Context: an optimization exercise on an open-source flow, tuned for small area and a short achievable clock period. The choices shown serve that exercise and are no tape-out recipe.
RTL that was checked went through simulation tests only; none was proved equivalent to the original.
Power figures rest on the tool's default switching activity, not on a simulated workload.

== job 101 ==
Design wb_packer, start of the top module:
module wb_packer #(
  parameter int DEPTH  = 16,
  parameter int ADDR_W = 16
) (
  input  logic              clk,
  input  logic              rst_n,
  input  logic              op_start,
  input  logic [ADDR_W-1:0] base_addr,
  input  logic              output_en,
  input  logic [wb_packer_pkg::HW_W-1:0] output_data,
  input  logic              gemm_finish,
  output logic              wr_valid,
  input  logic              wr_ready,
  output logic [wb_packer_pkg::DATA_W-1:0] wr_data,
  output logic [wb_packer_pkg::BURST_LEN-1:0] wr_strb,
  output logic [ADDR_W-1:0] wr_addr,
  output logic              wr_last,
  output logic              busy,
  output logic              overflow,
  output logic [15:0]       word_count
);
==> flow/config.mk <==
export PLATFORM = sky130hd
export DESIGN_NAME = wb_packer
export DESIGN_NICKNAME = wb_packer
export VERILOG_FILES = /design/flow/design.v
export SDC_FILE = /design/flow/constraint.sdc
export NUM_CORES = 4
export LEC_CHECK = 0
export CAP_MARGIN = 20
export CORE_MARGIN = 2
export CORE_UTILIZATION = 60
export SETUP_SLACK_MARGIN = 2.6
export SLEW_MARGIN = 20
==> flow/constraint.sdc <==
create_clock -name core_clock -period 5.0 [get_ports {clk}]
set_input_delay 1.0000 -clock core_clock [delete_from_list [all_inputs] [get_ports {clk}]]
set_output_delay 1.0000 -clock core_clock [all_outputs]
set_load 0.01 [all_outputs]
run.sh (not shown) runs the stock make flow with config.mk's settings and CLKGATE_MAP_FILE= SYNTH_SCRIPT=/design/flow/synth_recipe.tcl, a recipe that flattens the netlist after the stock synthesis.
[flow] job 101 | stages: complete | final checks: fail | reason: antenna rules
The inputs of job 102 differ from those of job 101 as listed below.
- SETUP_SLACK_MARGIN no longer set, was 2.6
Notes after the runs:
- Die area essentially unchanged between job 101 and job 102.
- Comparing job 102 and job 101, the lower worst setup slack was measured on job 102.
- In job 102 the share of final-layout standard cells stronger than drive strength 1 turned out 12 points lower than in job 101.
- Job 102 — met2 usage in global routing 3.1 points lower, job 101 as reference
- Transition time at the pin with the least slew margin ends up lower on job 101.
- Job 102 supports a lower top clock frequency than job 101.
- Cmp job 102 vs job 101: reg-to-reg setup timing slack lower in job 102
- Going from job 101 to job 102, first-pass GRT wire length fell by 22 mm; detailed placer's ending HPWL picked up an extra 0.60%.
- As far as maximum clock path buffer count goes, job 101 and job 102 are indistinguishable; the numbers are identical.
- Job 102 vs job 101 — area growth from synthesis to final layout dropped 5.8 points.
- Job 102 went all the way through the flow, and no timing, DRC or antenna check failed.
No run of this note included a check of the RTL's function; only the layout flow was run.

* * *

== P ==
Another version of the RTL of wb_packer (not shown whole).
Size in the first run: ~4700 cells after synthesis, about 86000 um2 of cells after synthesis.
make LEC_CHECK=0 CAP_MARGIN=20 CORE_MARGIN=2 CORE_UTILIZATION=65 CTS_CLUSTER_DIAMETER=100 CTS_CLUSTER_SIZE=24 SETUP_SLACK_MARGIN=2.6 SLEW_MARGIN=20 TNS_END_PERCENT=100 finish   # period 5.0 ns
Modified inputs, Q compared to P
Settings: removing TNS_END_PERCENT (formerly 100); setting GPL_TIMING_DRIVEN to 0 for the first time.
### Flow results
- Between P and Q, global-route usage increased.
- Taking P as the reference, in Q share of power burned in combinational logic went up 8.0 points; routed length on met1 higher; peak ir drop on the vdd network down about 25%; share of the clock period used by the worst path moved up.
- Side by side, final cell count turned out higher in Q than in P.
- Density: Q denser than P
- Comparing Q and P, the higher total power is on Q.
- Share of cells above drive strength 1 | Q above P
- The clock period minus final worst setup slack number comes out lower for P vs Q.
#### Input delta (R over Q)
Settings: removing GPL_TIMING_DRIVEN (formerly 0); setting PLACE_DENSITY to 0.74 for the first time.
--- outcome ---
R vs Q: critical path depth up in R
The power share of the clock group reported for R is greater than that of Q by 1.6 points.
Compared with Q, in R cell count went down; non-clock buffer count in the final layout went down.
Against Q, R comes in 140 ps lower on post-route worst setup slack.
No stage failed in R, and the final checks on the layout all came back clean.
R ends up with a combinational power that is about 30% lower than in Q.
Summary of the comparison: signed area change from the synthesized netlist to the final layout is lower in R, relative to Q.
Relative to R, the following input files were edited for S:
Settings: swapping 65 for 70 in CORE_UTILIZATION; clearing PLACE_DENSITY, which used to be 0.74.
==> run notes <==
- S: flow completed, timing, DRC and antenna clean
- Comparing S against R, there is no change at all in final number of hold-violating endpoints.
- The run showing the greater total power divided by cell area is S.
- Clock power delta (R -> S): insignificant

* * *

Another version of the RTL of wb_packer (not shown whole).
Size: ~4,800 cells after synthesis, ~2,300 flip-flops, about 86,000 um^2 of cells after synthesis.
Settings: LEC_CHECK=0, CAP_MARGIN=20, CORE_MARGIN=2, CORE_UTILIZATION=70, PLACE_DENSITY=0.8, SETUP_SLACK_MARGIN=2.7, SLEW_MARGIN=20; clock period 5.0 ns.
The first run stopped in 5_1_grt.
Next try:
--- a/flow/config.mk
+++ b/flow/config.mk
@@ -9,5 +9,4 @@
 export CORE_MARGIN = 2
-export CORE_UTILIZATION = 70
-export PLACE_DENSITY = 0.8
-export SETUP_SLACK_MARGIN = 2.7
+export CORE_UTILIZATION = 60
+export SETUP_SLACK_MARGIN = 2.6
 export SLEW_MARGIN = 20
Result: The changed run completed with no timing, DRC or antenna violations. Synthesized cell count is unchanged. Area after synthesis is unchanged.
No functional check of the RTL was part of any run of this note.

* * *

RTL: one of the versions met above, not the one the previous note started from.
For scale: roughly 2300 flip-flops, about 210 I/O pins, roughly 86000 um^2 of cells after synthesis.
Settings: LEC_CHECK=0, CAP_MARGIN=20, CORE_MARGIN=2, CORE_UTILIZATION=65, CTS_CLUSTER_DIAMETER=150, CTS_CLUSTER_SIZE=26, SETUP_SLACK_MARGIN=2.6, SLEW_MARGIN=20; clock period 5.0 ns.
Change:
--- a/flow/config.mk
+++ b/flow/config.mk
@@ -10,4 +10,4 @@
 export CORE_UTILIZATION = 65
-export CTS_CLUSTER_DIAMETER = 150
-export CTS_CLUSTER_SIZE = 26
+export CTS_CLUSTER_DIAMETER = 60
+export CTS_CLUSTER_SIZE = 20
 export SETUP_SLACK_MARGIN = 2.6
Result: Global-route usage went up by 0.42 points; final area went up by about 2%; routed wire length went up by 0.62%; combinational power stays flat; power went up by about 8%.
Change:
--- a/flow/config.mk
+++ b/flow/config.mk
@@ -7,8 +7,8 @@
 export LEC_CHECK = 0
-export CAP_MARGIN = 20
+export CAP_MARGIN = 10
 export CORE_MARGIN = 2
 export CORE_UTILIZATION = 65
-export CTS_CLUSTER_DIAMETER = 60
-export CTS_CLUSTER_SIZE = 20
+export CTS_CLUSTER_DIAMETER = 100
+export CTS_CLUSTER_SIZE = 24
 export SETUP_SLACK_MARGIN = 2.6
-export SLEW_MARGIN = 20
+export SLEW_MARGIN = 10
=>
- The new run went through all stages and came out clean
- routed wire length fell by 0.49%
- critical path depth rose by 4
- worst setup slack gets better by 0.0086 ns
- final area fell by 2.0%
- area after synthesis does not change
- utilization fell by 1.5 points
- fmax rose by 0.35%
- sequential share of layout area rose by 1.5 points
- die area is unchanged
- clock power fell by 22%
Change:
--- a/flow/config.mk
+++ b/flow/config.mk
@@ -7,3 +7,3 @@
 export LEC_CHECK = 0
-export CAP_MARGIN = 10
+export CAP_MARGIN = 20
 export CORE_MARGIN = 2
@@ -12,3 +12,3 @@
 export CTS_CLUSTER_SIZE = 24
-export SETUP_SLACK_MARGIN = 2.6
-export SLEW_MARGIN = 10
+export SETUP_SLACK_MARGIN = 2.75
+export SLEW_MARGIN = 20
The changed run finished with timing, DRC and antenna clean.
Global-route usage increases by 1.2 points.
Cell area increases by a few percent.
Flip-flop and latch count stays the same.
Synthesized area is unchanged.
Die area stays the same.
First-iteration DRC count increases by a few percent.
Power increases by a few percent.
Setup slack degrades by 0.0030 ns.
Fmax barely changes.
Synthesized cell count is unchanged.
Count of clock-buffer cells in the layout increases by 1.
Change:
--- a/flow/config.mk
+++ b/flow/config.mk
@@ -12,3 +12,3 @@
 export CTS_CLUSTER_SIZE = 24
-export SETUP_SLACK_MARGIN = 2.75
+export SETUP_SLACK_MARGIN = 2.66
 export SLEW_MARGIN = 20
Count of clock-buffer cells in the layout went down by 5. Sequential share of layout area goes up by 0.90 points. Clock power barely changes. Fmax climbs by about 2.1%. Worst setup slack gets better by 0.051 ns. Non-clock buffer count is lower by 96. Register-to-register slack got worse by 0.06 ns. Global-route usage decreases by 0.39 points. Flip-flop and latch count stays the same. Wire length decreases by 0.81%. Worst hold slack got worse by 0.026 ns.

* * *

main:
The RTL this note starts from:
==> flow/design.v <==
package wb_packer_pkg;
  localparam int BURST_LEN = 8;
  localparam int HW_W      = 16;
  localparam int DATA_W    = HW_W * BURST_LEN;
  localparam int IDX_W     = $clog2(BURST_LEN);
  localparam int SLOTS     = 16;    
endpackage
module wb_fifo #(
  parameter int SLOTS = 16,
  parameter int LANES = 8,
  parameter int HW_W  = 16
) (
  input  logic                    clk,
  input  logic [SLOTS*LANES-1:0]  we,      
  input  logic [HW_W-1:0]         din,
  input  logic [SLOTS-1:0]        rsel,    
  output logic [LANES*HW_W-1:0]   dout
);
  logic [SLOTS-1:0][LANES-1:0][HW_W-1:0] mem;
  for (genvar j = 0; j < SLOTS; j++) begin : g_slot
    for (genvar l = 0; l < LANES; l++) begin : g_lane
      always_ff @(posedge clk) begin
        if (we[j*LANES+l]) mem[j][l] <= din;
      end
    end
  end
  always_comb begin
    dout = '0;
    for (int j = 0; j < SLOTS; j++)
      dout = dout | ({(LANES*HW_W){rsel[j]}} & mem[j]);
  end
endmodule
module wb_packer #(
  parameter int DEPTH  = 16,
  parameter int ADDR_W = 16
) (
  input  logic              clk,
  input  logic              rst_n,
  input  logic              op_start,
  input  logic [ADDR_W-1:0] base_addr,
  input  logic              output_en,
  input  logic [wb_packer_pkg::HW_W-1:0] output_data,
  input  logic              gemm_finish,
  output logic              wr_valid,
  input  logic              wr_ready,
  output logic [wb_packer_pkg::DATA_W-1:0] wr_data,
  output logic [wb_packer_pkg::BURST_LEN-1:0] wr_strb,
  output logic [ADDR_W-1:0] wr_addr,
  output logic              wr_last,
  output logic              busy,
  output logic              overflow,
  output logic [15:0]       word_count
);
  localparam int NS    = wb_packer_pkg::SLOTS;
  localparam int LANES = wb_packer_pkg::BURST_LEN;
  localparam int HW_W  = wb_packer_pkg::HW_W;
  localparam int DW    = wb_packer_pkg::DATA_W;
  logic             gf_q, flush_pending;
  logic [LANES-1:0] lt;          
  logic [2:0]       pm;          
  logic [NS-1:0]    ws;          
  logic [NS-1:0]    rs;          
  logic [DEPTH:2]   qt;          
  logic [NS-1:0]    meta_last;   
  logic [NS-1:0][2:0] meta_m;    
  logic [LANES-1:0] nx_strb;     
  logic             nx_last;     
  logic fin_rise, n8, nz, flush_go, push, acc, pop, load, avail, take, go;
  logic ring_has, full_q, up, down;
  logic [LANES-1:0] push_strb, head_strb;
  logic             head_last;
  assign ring_has = qt[2];
  assign full_q   = qt[DEPTH];
  assign fin_rise = gemm_finish & ~gf_q;
  assign n8       = ~lt[LANES-1];
  assign nz       = ~lt[0];
  assign go       = output_en & ~op_start;
  assign flush_go = flush_pending & ~output_en & ~op_start;
  assign push     = (go & n8) | (flush_go & nz);
  assign acc      = push & (~full_q | wr_ready);
  assign pop      = wr_valid & wr_ready;
  assign load     = ~wr_valid | wr_ready;
  assign avail    = ring_has | push;
  assign take     = load & avail;
  assign up       = acc & ~pop;
  assign down     = pop & ~acc;
  assign push_strb = ~lt;
  assign head_strb = {LANES{avail}} & (ring_has ? nx_strb : push_strb);
  assign head_last = avail & (ring_has ? nx_last : ~output_en);
  logic [NS*LANES-1:0] we;
  logic [DW-1:0]       rd;
  logic [NS-1:0]       ws_next, rs_next;
  logic                roll_keep, roll_drop;
  assign ws_next   = {ws[NS-2:0], ws[NS-1]};
  assign rs_next   = {rs[NS-2:0], rs[NS-1]};
  assign roll_keep = go & n8 & (~full_q | wr_ready);
  assign roll_drop = go & n8 & full_q & ~wr_ready;
  always_comb begin
    for (int j = 0; j < NS; j++) begin
      we[j*LANES] = (ws[j] & lt[0]) | (roll_keep & ws_next[j]) | (roll_drop & ws[j]);
      for (int l = 1; l < LANES; l++)
        we[j*LANES+l] = ws[j] & lt[l];
    end
  end
  wb_fifo #(.SLOTS(NS), .LANES(LANES), .HW_W(HW_W)) u_fifo (
    .clk  (clk),
    .we   (we),
    .din  (output_data),
    .rsel (rs),
    .dout (rd)
  );
  always_ff @(posedge clk) begin
    for (int j = 0; j < NS; j++) begin
      if (ws[j]) begin
        meta_m[j]    <= pm;
        meta_last[j] <= ~output_en;
      end
    end
  end
  logic [2:0]       nx_m_d;
  logic             nx_last_d;
  logic [NS-1:0]    rs_d;
  logic [LANES-1:0] nx_strb_d;
  assign rs_d = take ? rs_next : rs;
  always_comb begin
    nx_m_d    = pm;
    nx_last_d = ~output_en;
    for (int j = 0; j < NS; j++) begin
      if (rs_d[j] && !ws[j]) begin
        nx_m_d    = meta_m[j];
        nx_last_d = meta_last[j];
      end
    end
    for (int l = 0; l < LANES; l++)
      nx_strb_d[l] = (3'(l) <= nx_m_d);
  end
  always_ff @(posedge clk or negedge rst_n) begin
    if (!rst_n) begin
      gf_q          <= 1'b0;
      flush_pending <= 1'b0;
      lt            <= '1;
      pm            <= 3'd7;
      ws            <= NS'(1);
      rs            <= NS'(1);
      qt            <= '0;
      nx_strb       <= '0;
      nx_last       <= 1'b0;
    end else begin
      gf_q    <= gemm_finish;
      nx_strb <= nx_strb_d;
      nx_last <= nx_last_d;
      if (op_start) begin
        lt            <= '1;
        pm            <= 3'd7;
        flush_pending <= 1'b0;
      end else if (output_en) begin
        lt <= n8 ? {{(LANES-1){1'b1}}, 1'b0} : {lt[LANES-2:0], 1'b0};
        pm <= pm + 3'd1;
        if (fin_rise) flush_pending <= 1'b1;
      end else begin
        if (flush_pending) begin
          lt <= '1;
          pm <= 3'd7;
        end
        flush_pending <= fin_rise;
      end
      if (acc)  ws <= ws_next;
      if (take) rs <= rs_next;
      for (int k = 2; k <= DEPTH; k++) begin
        if (up)   qt[k] <= (k == 2) ? wr_valid : qt[k-1];
        if (down) qt[k] <= (k == DEPTH) ? 1'b0 : qt[k+1];
      end
    end
  end
  logic busy_d, nz_d, fp_d;
  assign nz_d   = ~op_start & (output_en | (nz & ~flush_pending));
  assign fp_d   = ~op_start & (output_en ? (flush_pending | fin_rise) : fin_rise);
  assign busy_d = nz_d | fp_d | (load ? avail : wr_valid);
  always_ff @(posedge clk or negedge rst_n) begin
    if (!rst_n) begin
      wr_valid <= 1'b0;
      wr_data  <= '0;
      wr_strb  <= '0;
      wr_last  <= 1'b0;
      busy     <= 1'b0;
    end else begin
      busy <= busy_d;
      if (load) begin
        wr_valid <= avail;
        wr_strb  <= head_strb;
        wr_last  <= head_last;
        for (int l = 0; l < LANES; l++)
          wr_data[l*HW_W +: HW_W] <= head_strb[l] ? rd[l*HW_W +: HW_W] : '0;
      end
    end
  end
  always_ff @(posedge clk or negedge rst_n) begin
    if (!rst_n) begin
      wr_addr    <= '0;
      word_count <= '0;
      overflow   <= 1'b0;
    end else if (op_start) begin
      wr_addr    <= base_addr;
      word_count <= '0;
      overflow   <= 1'b0;
    end else begin
      if (pop) begin
        wr_addr <= wr_addr + 1'b1;
        if (word_count != 16'hFFFF) word_count <= word_count + 1'b1;
      end
      if (push && full_q && !wr_ready) overflow <= 1'b1;
    end
  end
endmodule
make LEC_CHECK=0 CAP_MARGIN=20 CORE_MARGIN=2 CORE_UTILIZATION=65 CTS_CLUSTER_DIAMETER=100 CTS_CLUSTER_SIZE=24 SETUP_SLACK_MARGIN=2.6 SLEW_MARGIN=20 TNS_END_PERCENT=100 finish   # period 5.0 ns
Modified inputs, the feature branch compared to main
Settings: CORE_UTILIZATION changed from 65 to 62; TNS_END_PERCENT removed (was 100).
Results
- Between main and the feature branch, the final instance area is lower for main.
- Diff main -> the feature branch | die extent in y | up by a few percent
- ~same placed standard-cell area in main and the feature branch
- main has lower routed length on met1 than the feature branch.
- Row worst hold margin: the feature branch higher / main lower
- Measured against each other, main and the feature branch differ in routed wire length, the lower figure coming from main.
- The run with more setup slack is main; the feature branch has less.
- Delta(layout-stage area growth over the synthesis result, the feature branch - main) > 0
- Lower end-of-flow core utilization was reported by the feature branch, not main.
- Max number of buffers and inverters on the critical path across main and the feature branch: main
No functional check of the RTL was part of any run of this note.

afterwards: timing with drivers on the ports:
Ports are ideal in the flow. The routed layouts listed here were re-timed in OpenROAD. Step 1 sets driving cells, clkbuf_16 on the clock port and buf_2 on the other inputs (assumed; they add their load-dependent delay and slew). Step 2 also shifts input and output timing later by t, the mid clock arrival at the registers, as if the neighbouring blocks saw the same clock. Slacks: ideal ports / drivers / drivers and shift; pairs: ideal ports / drivers.
| run | t (ns) | setup slack, ns | worst setup path after step 2 | worst register clock-pin slew, ns | pins driven straight from the clock port |
|---|---|---|---|---|---|
| job 101 | 0.923 | 2.279 / 2.279 / 1.412 | input to register | 0.07 / 0.07 | 1 |
| job 102 | 0.915 | 0.905 / 0.905 / 0.712 | input to register | 0.07 / 0.07 | 1 |
| P | 0.835 | 2.581 / 2.501 / 1.819 | input to register | 0.10 / 0.10 | 1 |
| Q | 0.871 | 2.454 / 2.454 / 1.646 | input to register | 0.11 / 0.11 | 1 |
| R | 0.845 | 2.309 / 2.309 / 1.738 | input to register | 0.10 / 0.10 | 1 |
| S | 0.825 | 2.486 / 2.482 / 1.804 | input to register | 0.11 / 0.11 | 1 |
| the second run of note 3 | 0.943 | 2.101 / 2.101 / 1.484 | input to register | 0.07 / 0.07 | 1 |
| the first run of note 4 | 0.837 | 2.556 / 2.494 / 1.720 | input to register | 0.11 / 0.11 | 1 |
| the second run of note 4 | 0.893 | 2.543 / 2.458 / 1.694 | input to register | 0.09 / 0.09 | 1 |
| the third run of note 4 | 0.832 | 2.552 / 2.506 / 1.796 | input to register | 0.10 / 0.10 | 1 |
| the fourth run of note 4 | 0.837 | 2.549 / 2.470 / 1.952 | input to register | 0.10 / 0.10 | 1 |
| the fifth run of note 4 | 0.836 | 2.600 / 2.520 / 1.861 | input to register | 0.10 / 0.10 | 1 |
| main | 0.859 | 2.182 / 2.194 / 1.378 | input to register | 0.10 / 0.10 | 1 |
| the feature branch | 0.840 | 2.102 / 2.102 / 1.369 | input to register | 0.11 / 0.11 | 1 |
For job 101, which loses most, drivers alone change the setup slack by 0.000 ns; drivers and shift together by -0.867 ns.
